This is an optimization exercise on Yosys and OpenROAD, whose aim is small area, a short achievable clock period and few clock cycles per item, not a production implementation. At most, simulation tests tie the RTL to the original design; equivalence was not proved.

==> run F: inputs <==
==> flow/design.v <==
`default_nettype none
package unary_data_pkg;
    typedef logic signed [8-1:0] ifm_t;     
    typedef logic        [8-2:0] mag_t;     
    typedef logic signed [24-1:0] psum_t;
    typedef logic        [8-2:0] win_cnt_t;  
    localparam int unsigned WIN_LEN = 2 ** (8 - 1);
endpackage
`default_nettype wire
`default_nettype none
module unary_col
(
    input  wire logic [6:0] y,
    input  wire logic       sa_e,
    input  wire logic       n,
    input  wire logic [6:0] w,
    input  wire logic [6:0] bias_lo,
    output logic [6:0]      lo,
    output logic            c
);
    logic [6:0] r;
    logic [6:0] h;
    logic [6:0] bx;
    logic [5:0][5:0] pp;
    always_comb begin
        for (int k = 0; k < 7; k++) r[k] = w[6-k];
    end
    assign bx = bias_lo ^ {7{n}};
    logic [6:0] gen0, prop0;
    logic [6:0] gen1, prop1, gen2, prop2, gen3;
    logic [7:0] gt;
    assign gen0  = y & ~r;
    assign prop0 = y | ~r;
    for (genvar k = 0; k < 7; k++) begin : g_ks
        assign gen1[k]  = (k >= 1) ? gen0[k]  | (prop0[k] & gen0[k >= 1 ? k-1 : 0])  : gen0[k] | (prop0[k] & sa_e);
        assign prop1[k] = (k >= 1) ? prop0[k] & prop0[k >= 1 ? k-1 : 0] : 1'b0;
        assign gen2[k]  = (k >= 2) ? gen1[k]  | (prop1[k] & gen1[k >= 2 ? k-2 : 0])  : gen1[k] | (prop1[k] & sa_e);
        assign prop2[k] = (k >= 2) ? prop1[k] & prop1[k >= 2 ? k-2 : 0] : 1'b0;
        assign gen3[k]  = (k >= 4) ? gen2[k]  | (prop2[k] & gen2[k >= 4 ? k-4 : 0])  : gen2[k] | (prop2[k] & sa_e);
    end
    assign gt = {gen3, sa_e};
    for (genvar k = 0; k < 7; k++) begin : g_hit
        assign h[k] = r[k] & (y[k] | gt[k]);
    end
    for (genvar k = 0; k < 6; k++) begin : g_pp
        for (genvar j = 0; j < 6 - k; j++) begin : g_col
            assign pp[k][j] = r[k] & y[j+k+1];
        end
        for (genvar j = 6 - k; j < 6; j++) begin : g_pad
            assign pp[k][j] = 1'b0;
        end
    end
    wire fs0, fc0;
    assign fs0 = pp[0][0] ^ pp[1][0] ^ pp[2][0];
    assign fc0 = (pp[0][0] & pp[1][0]) | (pp[2][0] & (pp[0][0] ^ pp[1][0]));
    wire fs1, fc1;
    assign fs1 = pp[3][0] ^ pp[4][0] ^ pp[5][0];
    assign fc1 = (pp[3][0] & pp[4][0]) | (pp[5][0] & (pp[3][0] ^ pp[4][0]));
    wire fs2, fc2;
    assign fs2 = fs0 ^ fs1 ^ h[0];
    assign fc2 = (fs0 & fs1) | (h[0] & (fs0 ^ fs1));
    wire fs3, fc3;
    assign fs3 = h[1] ^ h[2] ^ h[3];
    assign fc3 = (h[1] & h[2]) | (h[3] & (h[1] ^ h[2]));
    wire fs4, fc4;
    assign fs4 = h[4] ^ h[5] ^ h[6];
    assign fc4 = (h[4] & h[5]) | (h[6] & (h[4] ^ h[5]));
    wire hs0, hc0;
    assign hs0 = fs2 ^ fs3;
    assign hc0 = fs2 & fs3;
    wire fs5, fc5;
    assign fs5 = bx[1] ^ pp[0][1] ^ pp[1][1];
    assign fc5 = (bx[1] & pp[0][1]) | (pp[1][1] & (bx[1] ^ pp[0][1]));
    wire fs6, fc6;
    assign fs6 = pp[2][1] ^ pp[3][1] ^ pp[4][1];
    assign fc6 = (pp[2][1] & pp[3][1]) | (pp[4][1] & (pp[2][1] ^ pp[3][1]));
    wire fs7, fc7;
    assign fs7 = fc0 ^ fc1 ^ fs5;
    assign fc7 = (fc0 & fc1) | (fs5 & (fc0 ^ fc1));
    wire fs8, fc8;
    assign fs8 = fs6 ^ fs7 ^ fc2;
    assign fc8 = (fs6 & fs7) | (fc2 & (fs6 ^ fs7));
    wire fs9, fc9;
    assign fs9 = fc3 ^ fc4 ^ hc0;
    assign fc9 = (fc3 & fc4) | (hc0 & (fc3 ^ fc4));
    wire fs10, fc10;
    assign fs10 = bx[2] ^ pp[0][2] ^ pp[1][2];
    assign fc10 = (bx[2] & pp[0][2]) | (pp[1][2] & (bx[2] ^ pp[0][2]));
    wire fs11, fc11;
    assign fs11 = pp[2][2] ^ pp[3][2] ^ fc5;
    assign fc11 = (pp[2][2] & pp[3][2]) | (fc5 & (pp[2][2] ^ pp[3][2]));
    wire fs12, fc12;
    assign fs12 = fc6 ^ fs10 ^ fc7;
    assign fc12 = (fc6 & fs10) | (fc7 & (fc6 ^ fs10));
    wire fs13, fc13;
    assign fs13 = fs11 ^ fs12 ^ fc8;
    assign fc13 = (fs11 & fs12) | (fc8 & (fs11 ^ fs12));
    wire fs14, fc14;
    assign fs14 = bx[3] ^ pp[0][3] ^ pp[1][3];
    assign fc14 = (bx[3] & pp[0][3]) | (pp[1][3] & (bx[3] ^ pp[0][3]));
    wire fs15, fc15;
    assign fs15 = pp[2][3] ^ fc10 ^ fs14;
    assign fc15 = (pp[2][3] & fc10) | (fs14 & (pp[2][3] ^ fc10));
    wire fs16, fc16;
    assign fs16 = fc11 ^ fs15 ^ fc12;
    assign fc16 = (fc11 & fs15) | (fc12 & (fc11 ^ fs15));
    wire fs17, fc17;
    assign fs17 = bx[4] ^ pp[0][4] ^ pp[1][4];
    assign fc17 = (bx[4] & pp[0][4]) | (pp[1][4] & (bx[4] ^ pp[0][4]));
    wire fs18, fc18;
    assign fs18 = fc14 ^ fs17 ^ fc15;
    assign fc18 = (fc14 & fs17) | (fc15 & (fc14 ^ fs17));
    wire fs19, fc19;
    assign fs19 = bx[5] ^ pp[0][5] ^ fc17;
    assign fc19 = (bx[5] & pp[0][5]) | (fc17 & (bx[5] ^ pp[0][5]));
    logic [7:0] ra, rb, pg, pk;
    logic [7:0] cg1, cp1, cg2, cp2, cg3;
    logic [8:0] cy;
    assign ra = {1'b0, bx[6], fs19, fs18, fs16, fc9, fs8, fs4};
    assign rb = {1'b0, fc19, fc18, fc16, fc13, fs13, fs9, hs0};
    assign pg = ra & rb;
    assign pk = ra ^ rb;
    for (genvar j = 0; j < 8; j++) begin : g_cpa
        assign cg1[j] = (j >= 1) ? pg[j]  | (pk[j]  & pg[j >= 1 ? j-1 : 0])  : pg[j] | (pk[j] & bx[0]);
        assign cp1[j] = (j >= 1) ? pk[j]  & pk[j >= 1 ? j-1 : 0] : 1'b0;
        assign cg2[j] = (j >= 2) ? cg1[j] | (cp1[j] & cg1[j >= 2 ? j-2 : 0]) : cg1[j] | (cp1[j] & bx[0]);
        assign cp2[j] = (j >= 2) ? cp1[j] & cp1[j >= 2 ? j-2 : 0] : 1'b0;
        assign cg3[j] = (j >= 4) ? cg2[j] | (cp2[j] & cg2[j >= 4 ? j-4 : 0]) : cg2[j] | (cp2[j] & bx[0]);
    end
    assign cy = {cg3, bx[0]};
    assign lo = (pk[6:0] ^ {7{n}}) ^ cy[6:0];
    assign c  = cy[7];
endmodule
`default_nettype wire
`default_nettype none
module psum_hi
#(
    parameter int W = 24 - 7
)
(
    input  wire logic [W-1:0] b,
    input  wire logic [W-1:0] q,
    input  wire logic         n,
    input  wire logic         cy,
    input  wire logic         go,
    output logic [W-1:0]      d
);
    logic [W:0] qg;
    always_comb begin
        qg[0] = go;
        for (int i = 0; i < W; i++) qg[i+1] = qg[i] & (b[i] ^ n);
    end
    assign d = (go ? b : q) ^ ({W{cy}} & qg[W-1:0]);
endmodule
`default_nettype wire
`default_nettype none
module unary_row_top
(
    input  wire logic                    clk,
    input  wire logic                    rst_n_i,
    input  wire logic                    start_i,
    input  wire unary_data_pkg::ifm_t                    ifm_i,
    input  wire logic                    wght_load_i,
    input  wire logic                    wght_sign_i,
    input  wire unary_data_pkg::mag_t                    wght_abs_i,
    input  wire logic                    wght_clr_i,
    input  wire unary_data_pkg::psum_t [4-1:0] bias_i,
    output logic                         busy_o,
    output unary_data_pkg::psum_t [4-1:0]      result_o,
    output logic                         result_valid_o
);
    localparam int HI = 24 - 7;   
    logic                                     valid_q;
    logic                                     go;
    logic [4-1:0]                   wght_sign_q;
    unary_data_pkg::mag_t [4-1:0]   wght_abs_q;
    logic                                     ifm_sign;
    logic                                     sa_e;
    logic [6:0]                               y;
    unary_data_pkg::psum_t [4-1:0]  res;
    assign go = start_i && !valid_q;   
    always_ff @(posedge clk or negedge rst_n_i) begin
        if (!rst_n_i) valid_q <= 1'b0;
        else          valid_q <= go;
    end
    assign busy_o         = valid_q;
    assign result_valid_o = valid_q;
    always_ff @(posedge clk or negedge rst_n_i) begin
        if (!rst_n_i) begin
            wght_sign_q <= '0;
            wght_abs_q  <= '0;
        end else if (wght_clr_i) begin
            wght_sign_q <= '0;
            wght_abs_q  <= '0;
        end else if (wght_load_i) begin
            wght_sign_q <= {wght_sign_q[4-2:0], wght_sign_i};
            wght_abs_q  <= {wght_abs_q[4-2:0], wght_abs_i};
        end
    end
    assign ifm_sign = ifm_i[8-1];
    assign sa_e     = ifm_sign;
    assign y        = ifm_i[8-2:0] ^ {7{sa_e}};
    for (genvar c = 0; c < 4; c++) begin : g_col
        logic          n, cy, m;
        logic [6:0]    lo;
        assign n = ifm_sign ^ wght_sign_q[c];
        unary_col i_col (
            .y(y), .sa_e(sa_e), .n(n), .w(wght_abs_q[c]),
            .bias_lo(bias_i[c][6:0]), .lo(lo), .c(cy)
        );
        psum_hi i_hi (
            .b(bias_i[c][24-1:7]), .q(result_o[c][24-1:7]),
            .n(n), .cy(cy), .go(go), .d(res[c][24-1:7])
        );
        assign res[c][6:0] = go ? lo : result_o[c][6:0];
    end
    always_ff @(posedge clk or negedge rst_n_i) begin
        if (!rst_n_i)  result_o <= '0;
        else           result_o <= res;   
    end
endmodule
`default_nettype wire
==> flow/flow/run.sh <==
#!/bin/bash
# The standard layout (standard.sh: the standard flow's synthesis and ORFS flow), except
# that the port buffers are the smallest buffer, sky130_fd_sc_hd__buf_1,
# rather than the cell buffer_ports picks by default, and clock tree synthesis
# uses larger sink clusters and no dummy loads. Repair may still resize the
# port buffers. The full output goes to standard.log.
set -o pipefail
export BUFFER_PORTS_ARGS="-buffer_cell sky130_fd_sc_hd__buf_1"
export CTS_ARGS="-sink_clustering_enable -repair_clock_nets -dont_use_dummy_load -buf_list {sky130_fd_sc_hd__clkbuf_8} -sink_clustering_size 40 -sink_clustering_max_diameter 150"
bash standard.sh > standard.log 2>&1
==> flow/standard.sh <==
#!/bin/bash
# synth_recipe.tcl (not shown) runs the flow's synth.tcl, then flattens the netlist and writes it again
# the make line also repeats each setting of config.mk as NAME=value (left out here)
make -C /OpenROAD-flow-scripts/flow DESIGN_CONFIG=/design/flow/config.mk WORK_HOME=/design/flow/orfs CLKGATE_MAP_FILE= SYNTH_SCRIPT=/design/flow/synth_recipe.tcl "${@:-finish}"
==> flow/config.mk <==
export PLATFORM = sky130hd
export DESIGN_NAME = unary_row_top
export DESIGN_NICKNAME = unary_row_top
export VERILOG_FILES = /design/flow/design.v
export SDC_FILE = /design/flow/constraint.sdc
export NUM_CORES = 4
export LEC_CHECK = 0
export CAP_MARGIN = 20
export CORE_MARGIN = 2
export CORE_UTILIZATION = 40
export CTS_BUF_LIST = sky130_fd_sc_hd__clkbuf_4 sky130_fd_sc_hd__clkbuf_8
export SLEW_MARGIN = 20
==> flow/constraint.sdc <==
create_clock -name core_clock -period 5.0 [get_ports {clk}]
set_input_delay 1.0000 -clock core_clock [delete_from_list [all_inputs] [get_ports {clk}]]
set_output_delay 1.0000 -clock core_clock [all_outputs]
set_load 0.01 [all_outputs]
==> run H: changes against run F <==
--- a/flow/design.v
+++ b/flow/design.v
@@ -80,7 +80,7 @@
     wire fs8, fc8;
-    assign fs8 = fs6 ^ fs7 ^ fc2;
-    assign fc8 = (fs6 & fs7) | (fc2 & (fs6 ^ fs7));
+    assign fs8 = fs6 ^ fc2 ^ fc3;
+    assign fc8 = (fs6 & fc2) | (fc3 & (fs6 ^ fc2));
     wire fs9, fc9;
-    assign fs9 = fc3 ^ fc4 ^ hc0;
-    assign fc9 = (fc3 & fc4) | (hc0 & (fc3 ^ fc4));
+    assign fs9 = fc4 ^ fs7 ^ hc0;
+    assign fc9 = (fc4 & fs7) | (hc0 & (fc4 ^ fs7));
     wire fs10, fc10;
@@ -95,4 +95,4 @@
     wire fs13, fc13;
-    assign fs13 = fs11 ^ fs12 ^ fc8;
-    assign fc13 = (fs11 & fs12) | (fc8 & (fs11 ^ fs12));
+    assign fs13 = fs11 ^ fc8 ^ fs12;
+    assign fc13 = (fs11 & fc8) | (fs12 & (fs11 ^ fc8));
     wire fs14, fc14;
@@ -118,4 +118,4 @@
     logic [8:0] cy;
-    assign ra = {1'b0, bx[6], fs19, fs18, fs16, fc9, fs8, fs4};
-    assign rb = {1'b0, fc19, fc18, fc16, fc13, fs13, fs9, hs0};
+    assign ra = {1'b0, bx[6], fs19, fs18, fc13, fc9, fs8, fs4};
+    assign rb = {1'b0, fc19, fc18, fc16, fs16, fs13, fs9, hs0};
     assign pg = ra & rb;
==> flow/run.sh (new file) <==
#!/bin/bash
# synth_recipe.tcl (not shown) runs the flow's synth.tcl, then flattens the netlist and writes it again
# the make line also repeats each setting of config.mk as NAME=value (left out here)
make -C /OpenROAD-flow-scripts/flow DESIGN_CONFIG=/design/flow/config.mk WORK_HOME=/design/flow/orfs CLKGATE_MAP_FILE= SYNTH_SCRIPT=/design/flow/synth_recipe.tcl finish
Settings changed: CTS_BUF_LIST sky130_fd_sc_hd__clkbuf_4 sky130_fd_sc_hd__clkbuf_8 to unset, SETUP_SLACK_MARGIN set to 0.1, TNS_END_PERCENT set to 100.
removed: flow/flow/run.sh
removed: flow/standard.sh
==> run X: changes against run F <==
--- a/flow/design.v
+++ b/flow/design.v
@@ -80,7 +80,7 @@
     wire fs8, fc8;
-    assign fs8 = fs6 ^ fs7 ^ fc2;
-    assign fc8 = (fs6 & fs7) | (fc2 & (fs6 ^ fs7));
+    assign fs8 = fs6 ^ fc2 ^ fc3;
+    assign fc8 = (fs6 & fc2) | (fc3 & (fs6 ^ fc2));
     wire fs9, fc9;
-    assign fs9 = fc3 ^ fc4 ^ hc0;
-    assign fc9 = (fc3 & fc4) | (hc0 & (fc3 ^ fc4));
+    assign fs9 = fc4 ^ fs7 ^ hc0;
+    assign fc9 = (fc4 & fs7) | (hc0 & (fc4 ^ fs7));
     wire fs10, fc10;
@@ -95,4 +95,4 @@
     wire fs13, fc13;
-    assign fs13 = fs11 ^ fs12 ^ fc8;
-    assign fc13 = (fs11 & fs12) | (fc8 & (fs11 ^ fs12));
+    assign fs13 = fs11 ^ fc8 ^ fs12;
+    assign fc13 = (fs11 & fc8) | (fs12 & (fs11 ^ fc8));
     wire fs14, fc14;
@@ -118,4 +118,4 @@
     logic [8:0] cy;
-    assign ra = {1'b0, bx[6], fs19, fs18, fs16, fc9, fs8, fs4};
-    assign rb = {1'b0, fc19, fc18, fc16, fc13, fs13, fs9, hs0};
+    assign ra = {1'b0, bx[6], fs19, fs18, fc13, fc9, fs8, fs4};
+    assign rb = {1'b0, fc19, fc18, fc16, fs16, fs13, fs9, hs0};
     assign pg = ra & rb;
==> flow/flow/run.sh (replaced) <==
#!/bin/bash
# The standard layout (standard.sh: the standard flow's synthesis and ORFS flow), except
# that the port buffers are the smallest buffer, sky130_fd_sc_hd__buf_1,
# rather than the cell buffer_ports picks by default. Repair may still
# resize them. The full output goes to standard.log.
set -o pipefail
export BUFFER_PORTS_ARGS="-buffer_cell sky130_fd_sc_hd__buf_1"
bash standard.sh > standard.log 2>&1
Settings changed: CORE_UTILIZATION 40 to 55.
==> run C: changes against run F <==
--- a/flow/design.v
+++ b/flow/design.v
@@ -80,7 +80,7 @@
     wire fs8, fc8;
-    assign fs8 = fs6 ^ fs7 ^ fc2;
-    assign fc8 = (fs6 & fs7) | (fc2 & (fs6 ^ fs7));
+    assign fs8 = fs6 ^ fc2 ^ fs7;
+    assign fc8 = (fs6 & fc2) | (fs7 & (fs6 ^ fc2));
     wire fs9, fc9;
-    assign fs9 = fc3 ^ fc4 ^ hc0;
-    assign fc9 = (fc3 & fc4) | (hc0 & (fc3 ^ fc4));
+    assign fs9 = fc3 ^ fc4 ^ fs8;
+    assign fc9 = (fc3 & fc4) | (fs8 & (fc3 ^ fc4));
     wire fs10, fc10;
@@ -95,4 +95,4 @@
     wire fs13, fc13;
-    assign fs13 = fs11 ^ fs12 ^ fc8;
-    assign fc13 = (fs11 & fs12) | (fc8 & (fs11 ^ fs12));
+    assign fs13 = fs11 ^ fc8 ^ fs12;
+    assign fc13 = (fs11 & fc8) | (fs12 & (fs11 ^ fc8));
     wire fs14, fc14;
@@ -118,4 +118,4 @@
     logic [8:0] cy;
-    assign ra = {1'b0, bx[6], fs19, fs18, fs16, fc9, fs8, fs4};
-    assign rb = {1'b0, fc19, fc18, fc16, fc13, fs13, fs9, hs0};
+    assign ra = {1'b0, bx[6], fs19, fs18, fc13, fc9, hc0, fs4};
+    assign rb = {1'b0, fc19, fc18, fc16, fs16, fs13, fs9, hs0};
     assign pg = ra & rb;
--- a/flow/flow/run.sh
+++ b/flow/flow/run.sh
@@ -8,3 +8,3 @@
 export BUFFER_PORTS_ARGS="-buffer_cell sky130_fd_sc_hd__buf_1"
-export CTS_ARGS="-sink_clustering_enable -repair_clock_nets -dont_use_dummy_load -buf_list {sky130_fd_sc_hd__clkbuf_8} -sink_clustering_size 40 -sink_clustering_max_diameter 150"
+export CTS_ARGS="-sink_clustering_enable -repair_clock_nets -dont_use_dummy_load -buf_list {sky130_fd_sc_hd__clkbuf_4 sky130_fd_sc_hd__clkbuf_8} -sink_clustering_size 25 -sink_clustering_max_diameter 100"
 bash standard.sh > standard.log 2>&1
==> summary of the runs <==
- Run H passed the timing, design-rule and antenna checks. Run X completed with no timing, DRC or antenna violations. Run F completed without violations. Run C completed and failed the layout checks on setup timing.
- Between run C and run F, the lower final cell count is in run F (gap about 2.6%, measured against run F).
- Of run F and run H, run H has the higher design area (gap 16%, measured against run H).
- Critical path depth, lowest first: run F, run X, run C, run H.
- Between run X and run C, the lower synthesized cell count is in run C (gap about 4%, measured against run C).
- Sequential share of layout area: run X is higher than run C (1.0 points).
- The lowest via count belongs to run F, the highest to run H.
- In run H the die area is larger than in run X, by 36%.
Testbench counts of run F, summed over its fixed seeds: cycles 2,304, items 1,024.
Testbench counts of run H, summed over its fixed seeds: cycles 2,304, items 1,024.
Testbench counts of run X, summed over its fixed seeds: cycles 2,304, items 1,024.
No functional check of the RTL was part of run C.

-- static timing again, ports no longer ideal --
Ports are ideal in the flow. The routed layouts listed here were re-timed in OpenROAD.
Step 1: set_driving_cell puts a clkbuf_16 on clk and a buf_2 on each other input, an assumption about the parent block.
Step 2 times the ports against the registers' clock, not the clock port: input delays grow and output delays shrink by t, the midpoint of the rising clock arrivals with the driver on.
a / b / c = ideal / step 1 / step 2; a / b = the first two.
run	t, ns	setup WS [ns]	worst hold slack (ns)	worst register clock-pin slew, ns
run F	0.478	0.152 / 0.127 / -0.351	0.476 / 0.476 / 0.476	0.09 / 0.09
run H	0.471	0.069 / 0.045 / -0.426	0.476 / 0.476 / 0.476	0.07 / 0.07
run X	0.492	0.109 / 0.099 / -0.393	0.482 / 0.482 / 0.482	0.10 / 0.10
run C	0.487	-0.229 / -0.250 / -0.738	0.476 / 0.476 / 0.476	0.08 / 0.08
Met with ideal ports but missed after step 2: setup timing in run F, run H and run X. For run C, which loses most, drivers alone change the setup slack by -0.021 ns; drivers and shift together by -0.509 ns.
